This design comes from an exercise in tuning for a short achievable clock period and few clock cycles per item on the open sky130 flow, not from production work.
Where RTL was checked, it was by simulation tests only, not by an equivalence proof against the original.
No activity file was given, so power comes from the tool's default toggle rates.

Design mm_top, start of the top module:
module mm_top (
    input  logic         clk_buf,
    input  logic         sys_reset,
    input  logic         cmd_valid,
    input  logic [(4 * 8)-1:0] cmd_word,
    output logic         cmd_credit,
    output logic         res_valid,
    output mm_data_pkg::mm_acc_t      res_data,
    input  logic         res_credit,
    output logic         busy,
    output logic         done
);
Size in the first run: roughly 3600 cells after synthesis, ~1300 flip-flops, about 72 I/O pins, about 0.056 mm² of cells after synthesis.
Settings: LEC_CHECK=0, ABC_CLOCK_PERIOD_IN_PS=2500, CAP_MARGIN=20, CORE_MARGIN=2, CORE_UTILIZATION=40, CTS_CLUSTER_DIAMETER=100, CTS_CLUSTER_SIZE=24, SLEW_MARGIN=20, SYNTH_HIERARCHICAL=1; clock period 10.5 ns.
standard.sh (not shown) runs the stock make flow with config.mk's settings and CLKGATE_MAP_FILE= SYNTH_SCRIPT=/design/flow/synth_recipe.tcl, a recipe that flattens the netlist after the stock synthesis.
==> flow/flow/run.sh <==
#!/bin/bash
set -euo pipefail
here=$(cd "$(dirname "$0")" && pwd)
MARGIN=$(cat "$here/margin.txt" 2>/dev/null || echo 7.5)
extra="SETUP_SLACK_MARGIN=${MARGIN} TNS_END_PERCENT=100 MATCH_CELL_FOOTPRINT=0"
if [[ -f "$here/cts_args.txt" ]]; then
  extra="$extra CTS_ARGS='$(tr '\n' ' ' < "$here/cts_args.txt")'"
fi
python3 - "$extra" <<'PY'
import sys
s = open('standard.sh').read()
key = ' "${@:-finish}"'
assert key in s
s = s.replace(key, ' ' + sys.argv[1] + key)
open('standard_knobs.sh', 'w').write(s)
PY
bash standard_knobs.sh > make_flow.log 2>&1
The starting point completed without violations.
Next try:
--- a/flow/design.v
+++ b/flow/design.v
@@ -1754,19 +1754,18 @@
         end else begin
             owe1_q     <= owe1;
             owe2_q     <= owe2;
             early      <= (early == take) ? give : early;
             credit_q   <= give;
         end
     end
     mm_out_bit u_credit_out (
         .clk_buf   (clk_buf),
-        .sys_reset (sys_reset),
         .d         (give),
         .q         (cmd_credit)
     );
     always_ff @(posedge clk_buf or posedge sys_reset) begin
         if (sys_reset) begin
             expect_data <= 1'b0;
             sel_b       <= 1'b0;
             row         <= '0;
             started     <= 1'b0;
@@ -1785,25 +1784,23 @@
                     sel_b       <= (src_w[1:0] == mm_cmd_pkg::OP_LOAD_B);
                     row         <= src_w[3:2];
                 end
             end
         end
     end
 endmodule
 module mm_out_bit (
     input  logic clk_buf,
-    input  logic sys_reset,
     input  logic d,
     output logic q
 );
-    always_ff @(posedge clk_buf or posedge sys_reset) begin
-        if (sys_reset) q <= 1'b0;
-        else           q <= d;
+    always_ff @(posedge clk_buf) begin
+        q <= d;
     end
 endmodule
 `timescale 1ns/1ns
 module mm_result_drain (
     input  logic                 clk_buf,
     input  logic                 sys_reset,
     input  logic                 dot_v,
     input  logic signed [17:0]   dot,
     output logic                 res_valid,
@@ -1827,57 +1824,51 @@
     assign send         = (f_ne || dot_v) && cred_nz;
     assign rd           = f_ne && cred_nz;
     assign wr           = dot_v && (f_ne || !cred_nz);
     assign fcnt_next    = fcnt + C_W'(wr) - C_W'(rd);
     assign credits_next = credits - CRED_W'(send) + CRED_W'(cr_q);
     always_ff @(posedge clk_buf) begin
         if (wr) fifo[fwp] <= dot;
     end
     assign res_next = mm_data_pkg::mm_acc_t'(f_ne ? fifo[frp] : dot);
+    mm_out_bit u_valid_out (
+        .clk_buf (clk_buf),
+        .d       (send),
+        .q       (res_valid)
+    );
     genvar b;
     for (b = 0; b < 32; b++) begin : g_res
-        mm_res_bit u_bit (
+        mm_out_bit u_bit (
             .clk_buf (clk_buf),
             .d       (res_next[b]),
             .q       (res_data[b])
         );
     end
     always_ff @(posedge clk_buf or posedge sys_reset) begin
         if (sys_reset) begin
             fwp       <= '0;
             frp       <= '0;
             fcnt      <= '0;
             f_ne      <= 1'b0;
             cr_q      <= 1'b0;
             credits   <= CRED_W'(4);
             cred_nz   <= 1'b1;
-            res_valid <= 1'b0;
         end else begin
             if (wr) fwp <= fwp + 1'b1;
             if (rd) frp <= frp + 1'b1;
             fcnt      <= fcnt_next;
             f_ne      <= (fcnt_next != '0);
             cr_q      <= res_credit;
             credits   <= credits_next;
             cred_nz   <= (credits_next != '0);
-            res_valid <= send;
         end
     end
 endmodule
-module mm_res_bit (
-    input  logic clk_buf,
-    input  logic d,
-    output logic q
-);
-    always_ff @(posedge clk_buf) begin
-        q <= d;
-    end
-endmodule
 `timescale 1ns/1ns
 module mm_top (
     input  logic         clk_buf,
     input  logic         sys_reset,
     input  logic         cmd_valid,
     input  logic [(4 * 8)-1:0] cmd_word,
     output logic         cmd_credit,
     output logic         res_valid,
     output mm_data_pkg::mm_acc_t      res_data,
@@ -1935,19 +1926,20 @@
         .clk_buf    (clk_buf),
         .sys_reset  (sys_reset),
         .dot_v      (dot_v),
         .dot        (dot),
         .res_valid  (res_valid),
         .res_data   (res_data),
         .res_credit (res_credit),
         .send       (send)
     );
-    always_ff @(posedge clk_buf or posedge sys_reset) begin
-        if (sys_reset) begin
-            busy <= 1'b0;
-            done <= 1'b0;
-        end else begin
-            busy <= active;
-            done <= started && !active;
-        end
-    end
+    mm_out_bit u_busy_out (
+        .clk_buf (clk_buf),
+        .d       (active),
+        .q       (busy)
+    );
+    mm_out_bit u_done_out (
+        .clk_buf (clk_buf),
+        .d       (started && !active),
+        .q       (done)
+    );
 endmodule
Effect: Clock-buffer cell count does not change; hold slack barely changes; sequential power stays flat; global-route usage is lower by 0.17 points; cell area hardly moves; setup slack improves by 33 ps; clock skew stays flat; fmax grows by 1.0%; die area hardly moves; via count barely changes; critical path depth stays the same.
Testbench counts after the change, summed over its fixed seeds: cycles 5,265, products 320.
No functional check of the RTL was part of the first run of this note.

========
the baseline:
Another version of the RTL of mm_top (not shown whole).
Size: ~3,900 cells after synthesis, roughly 58,000 sq um of cells after synthesis.
==> module mm_operand_feeder, before the edit <==
module mm_operand_feeder (
    input  logic       clk_buf,
    input  logic       sys_reset,
    input  logic       run_start,
    input  logic       next_start,      
    input  logic       spec_ok,         
    input  logic [4-1:0] port_row_a,  
    input  logic [4-1:0] port_row_b,
    input  logic [(4 * 8)-1:0] cmd_word,
    input  logic [4-1:0] in_row_a,  
    input  logic [4-1:0] in_row_b,
    input  logic [(4 * 8)-1:0] in_word,
    input  logic [4*(4 * 8)-1:0] a_rows,
    input  logic [4*(4 * 8)-1:0] b_rows,
    input  logic       send,            
    output logic       q_full,
    output logic       active,          
    output logic       op_v,
    output mm_data_pkg::mm_row_t op_a,   
    output mm_data_pkg::mm_row_t op_b    
);
    localparam int DIM   = 4;
    localparam int W     = (4 * 8);
    localparam int EW    = 8;
    localparam int Q     = 2;
    localparam int QP_W  = (Q > 1) ? $clog2(Q) : 1;
    localparam int QC_W  = $clog2(Q + 1);
    localparam int D     = 8;
    localparam int PD_W  = $clog2(D + 1);
    logic [DIM*W-1:0] qa [Q];
    logic [DIM*W-1:0] qb [Q];
    logic [QP_W-1:0]  wp, rp;
    logic [QC_W-1:0]  occ, occ_next;
    logic             occ_nz;
    logic [3:0]       n;
    logic             issue, last, byp, pbyp, spec, spec_q, commit;
    logic [1:0]       late_q;
    logic             op_v_q;
    logic [W-1:0]     spec_row_a, spec_col_b, new1_col_b;
    logic [W-1:0]     head_row_a [Q];
    logic [W-1:0]     head_col_b [Q];
    logic [W-1:0]     buf_row_a, buf_col_b, new_row_a;
    logic [PD_W-1:0]  pend, pend_next;
    logic             can_issue;
    logic [DIM*W-1:0] head_a, head_b;
    function automatic logic [QP_W-1:0] qinc(input logic [QP_W-1:0] p);
        qinc = (p == QP_W'(Q - 1)) ? '0 : p + 1'b1;
    endfunction
    assign spec      = spec_ok && !occ_nz && can_issue;
    assign commit    = spec_q && next_start;
    assign pbyp      = next_start && !occ_nz && can_issue;
    assign byp       = run_start && !occ_nz && can_issue;
    assign issue     = (occ_nz && can_issue) || byp || pbyp;
    assign last      = occ_nz && can_issue && (n == 4'd15);
    assign occ_next  = occ + QC_W'(run_start) - QC_W'(last);
    assign pend_next = pend + PD_W'((occ_nz && can_issue) || byp) + PD_W'(late_q) - PD_W'(send);
    assign active    = occ_nz || (pend != '0) || run_start || (late_q != 2'd0);
    assign op_v      = op_v_q || commit;
    always_ff @(posedge clk_buf) begin
        if (run_start) begin
            qa[wp] <= a_rows;
            qb[wp] <= b_rows;
        end
    end
    assign head_a = qa[rp];
    assign head_b = qb[rp];
    always_ff @(posedge clk_buf or posedge sys_reset) begin
        if (sys_reset) begin
            wp        <= '0;
            rp        <= '0;
            occ       <= '0;
            occ_nz    <= 1'b0;
            q_full    <= 1'b0;
            n         <= '0;
            pend      <= '0;
            can_issue <= 1'b1;
            spec_q    <= 1'b0;
            late_q    <= '0;
            op_v_q    <= 1'b0;
        end else begin
            if (run_start) wp <= qinc(wp);
            if (last)      rp <= qinc(rp);
            n         <= n + 4'(issue) + 4'(commit);
            occ       <= occ_next;
            occ_nz    <= (occ_next != '0);
            q_full    <= (occ_next == QC_W'(Q));
            pend      <= pend_next;
            can_issue <= (pend_next < PD_W'(D - 2));
            spec_q    <= spec;
            late_q    <= 2'(pbyp) + 2'(commit);
            op_v_q    <= issue;
        end
    end
    always_comb begin
        for (int q = 0; q < Q; q++) begin
            head_row_a[q] = qa[q][n[3:2]*W +: W];
            for (int k = 0; k < DIM; k++) begin
                head_col_b[q][k*EW +: EW] = qb[q][k*W + n[1:0]*EW +: EW];
            end
        end
        buf_row_a = a_rows[W-1:0];
        for (int k = 0; k < DIM; k++) begin
            buf_col_b[k*EW +: EW] = b_rows[k*W + n[1:0]*EW +: EW];
        end
        new_row_a = in_row_a[0] ? in_word : a_rows[W-1:0];
        for (int k = 0; k < DIM; k++) begin
            new1_col_b[k*EW +: EW] = in_row_b[k] ? in_word[EW +: EW] : b_rows[k*W + EW +: EW];
        end
        spec_row_a = port_row_a[0] ? cmd_word : new_row_a;
        for (int k = 0; k < DIM; k++) begin
            spec_col_b[k*EW +: EW] = port_row_b[k] ? cmd_word[EW-1:0] :
                                     in_row_b[k]   ? in_word[EW-1:0]  : b_rows[k*W +: EW];
        end
    end
    always_ff @(posedge clk_buf) begin
        if (occ_nz) begin
            op_a <= head_row_a[rp];
            op_b <= head_col_b[rp];
        end else if (run_start) begin
            op_a <= buf_row_a;
            op_b <= buf_col_b;
        end else begin
            op_a <= spec_row_a;
            op_b <= commit ? new1_col_b : spec_col_b;
        end
    end
endmodule
clock: 10.5 ns
lec_check: 0
abc_clock_period_in_ps: 2500
cap_margin: 20
core_margin: 2
core_utilization: 80
cts_cluster_diameter: 100
cts_cluster_size: 24
place_density: 0.85
slew_margin: 20
synth_hierarchical: 1
Scripts as last shown in full above: flow/flow/run.sh
From the logs: the baseline reached the end of the flow and failed the layout checks with capacitance limit, slew limit.
#### Input delta (the candidate over the baseline)
--- a/flow/design.v
+++ b/flow/design.v
@@ -1632,11 +1632,11 @@
     logic [DIM*W-1:0] head_a, head_b;
     function automatic logic [QP_W-1:0] qinc(input logic [QP_W-1:0] p);
         qinc = (p == QP_W'(Q - 1)) ? '0 : p + 1'b1;
     endfunction
     assign spec      = spec_ok && !occ_nz && can_issue;
-    assign commit    = spec_q && next_start;
+    assign commit    = spec_q && next_start;   
     assign pbyp      = next_start && !occ_nz && can_issue;
     assign byp       = run_start && !occ_nz && can_issue;
     assign issue     = (occ_nz && can_issue) || byp || pbyp;
     assign last      = occ_nz && can_issue && (n == 4'd15);
     assign occ_next  = occ + QC_W'(run_start) - QC_W'(last);
@@ -1697,22 +1697,27 @@
         for (int k = 0; k < DIM; k++) begin
             spec_col_b[k*EW +: EW] = port_row_b[k] ? cmd_word[EW-1:0] :
                                      in_row_b[k]   ? in_word[EW-1:0]  : b_rows[k*W +: EW];
         end
     end
-    always_ff @(posedge clk_buf) begin
+    logic [W-1:0] base_a, base_b;
+    always_comb begin
         if (occ_nz) begin
-            op_a <= head_row_a[rp];
-            op_b <= head_col_b[rp];
+            base_a = head_row_a[rp];
+            base_b = head_col_b[rp];
         end else if (run_start) begin
-            op_a <= buf_row_a;
-            op_b <= buf_col_b;
+            base_a = buf_row_a;
+            base_b = buf_col_b;
         end else begin
-            op_a <= spec_row_a;
-            op_b <= commit ? new1_col_b : spec_col_b;
+            base_a = spec_row_a;
+            base_b = spec_col_b;
         end
     end
+    always_ff @(posedge clk_buf) begin
+        op_a <= base_a;
+        op_b <= commit ? new1_col_b : base_b;
+    end
 endmodule
 `timescale 1ns/1ns
 module mm_cmd_decode (
     input  logic         clk_buf,
     input  logic         sys_reset,
--- outcome ---
- The candidate ended with every stage complete and zero timing, DRC or antenna violations.
- The candidate — worst-case reg-to-reg path depth 6 lower, the baseline as reference
- Going from the baseline to the candidate, sequential cell area share closely matched the old numbers; clock-buffer cell count climbed 2; clock power was more or less identical; proportion of power drawn by combinational gates went down by 0.4 points; part of the total power dissipated in the clock network ~0 delta.
- The candidate has final standard cell utilization of the core below what the baseline had.
- The worst hold slack after final layout on the baseline is in line with that on the candidate.
- The candidate against the baseline: fmax saw an increase; wire length on met1 saw a decrease.
- Comparing the baseline and the candidate, the lower post-cts resize count is on the candidate.
- Final critical-path required period, the baseline and the candidate: smaller value in the candidate
- When the candidate is set beside the baseline, its peak supply drop turns out to be about 32% larger.
- Between the baseline and the candidate, the flow reports power decreasing slightly.
No run of this note included a check of the RTL's function; only the layout flow was run.

-- port drivers added, routing unchanged --
Ports are ideal in the flow. The routed layouts listed here were re-timed in OpenROAD.
Step 1 (the two cells are an assumption about what drives the block):
set clk [get_ports {clk_buf}]
set_driving_cell -lib_cell sky130_fd_sc_hd__clkbuf_16 $clk
set_driving_cell -lib_cell sky130_fd_sc_hd__buf_2 [delete_from_list [all_inputs] $clk]
Step 2 also shifts input and output timing later by t, the mid clock arrival at the registers, as if the neighbouring blocks saw the same clock.
Three values: ideal, step 1, step 2; two values: the first two.
run | t (ns) | setup slack, ns | latest minus earliest clock arrival (ns) | worst register clock-pin slew, ns | cell pins on the clock port's net
the first run of note 1 | 0.750 | 7.215 / 7.137 / 6.899 | 0.055 / 0.056 | 0.10 / 0.10 | 1
the second run of note 1 | 0.760 | 7.248 / 7.172 / 6.919 | 0.041 / 0.041 | 0.10 / 0.10 | 1
the baseline | 0.742 | 7.139 / 7.108 / 6.367 | 0.057 / 0.057 | 0.11 / 0.11 | 1
the candidate | 0.740 | 7.158 / 7.109 / 6.369 | 0.040 / 0.040 | 0.11 / 0.11 | 1
For the candidate, which loses most, drivers alone change the setup slack by -0.049 ns; drivers and shift together by -0.789 ns. Setup slack includes reset recovery checks.
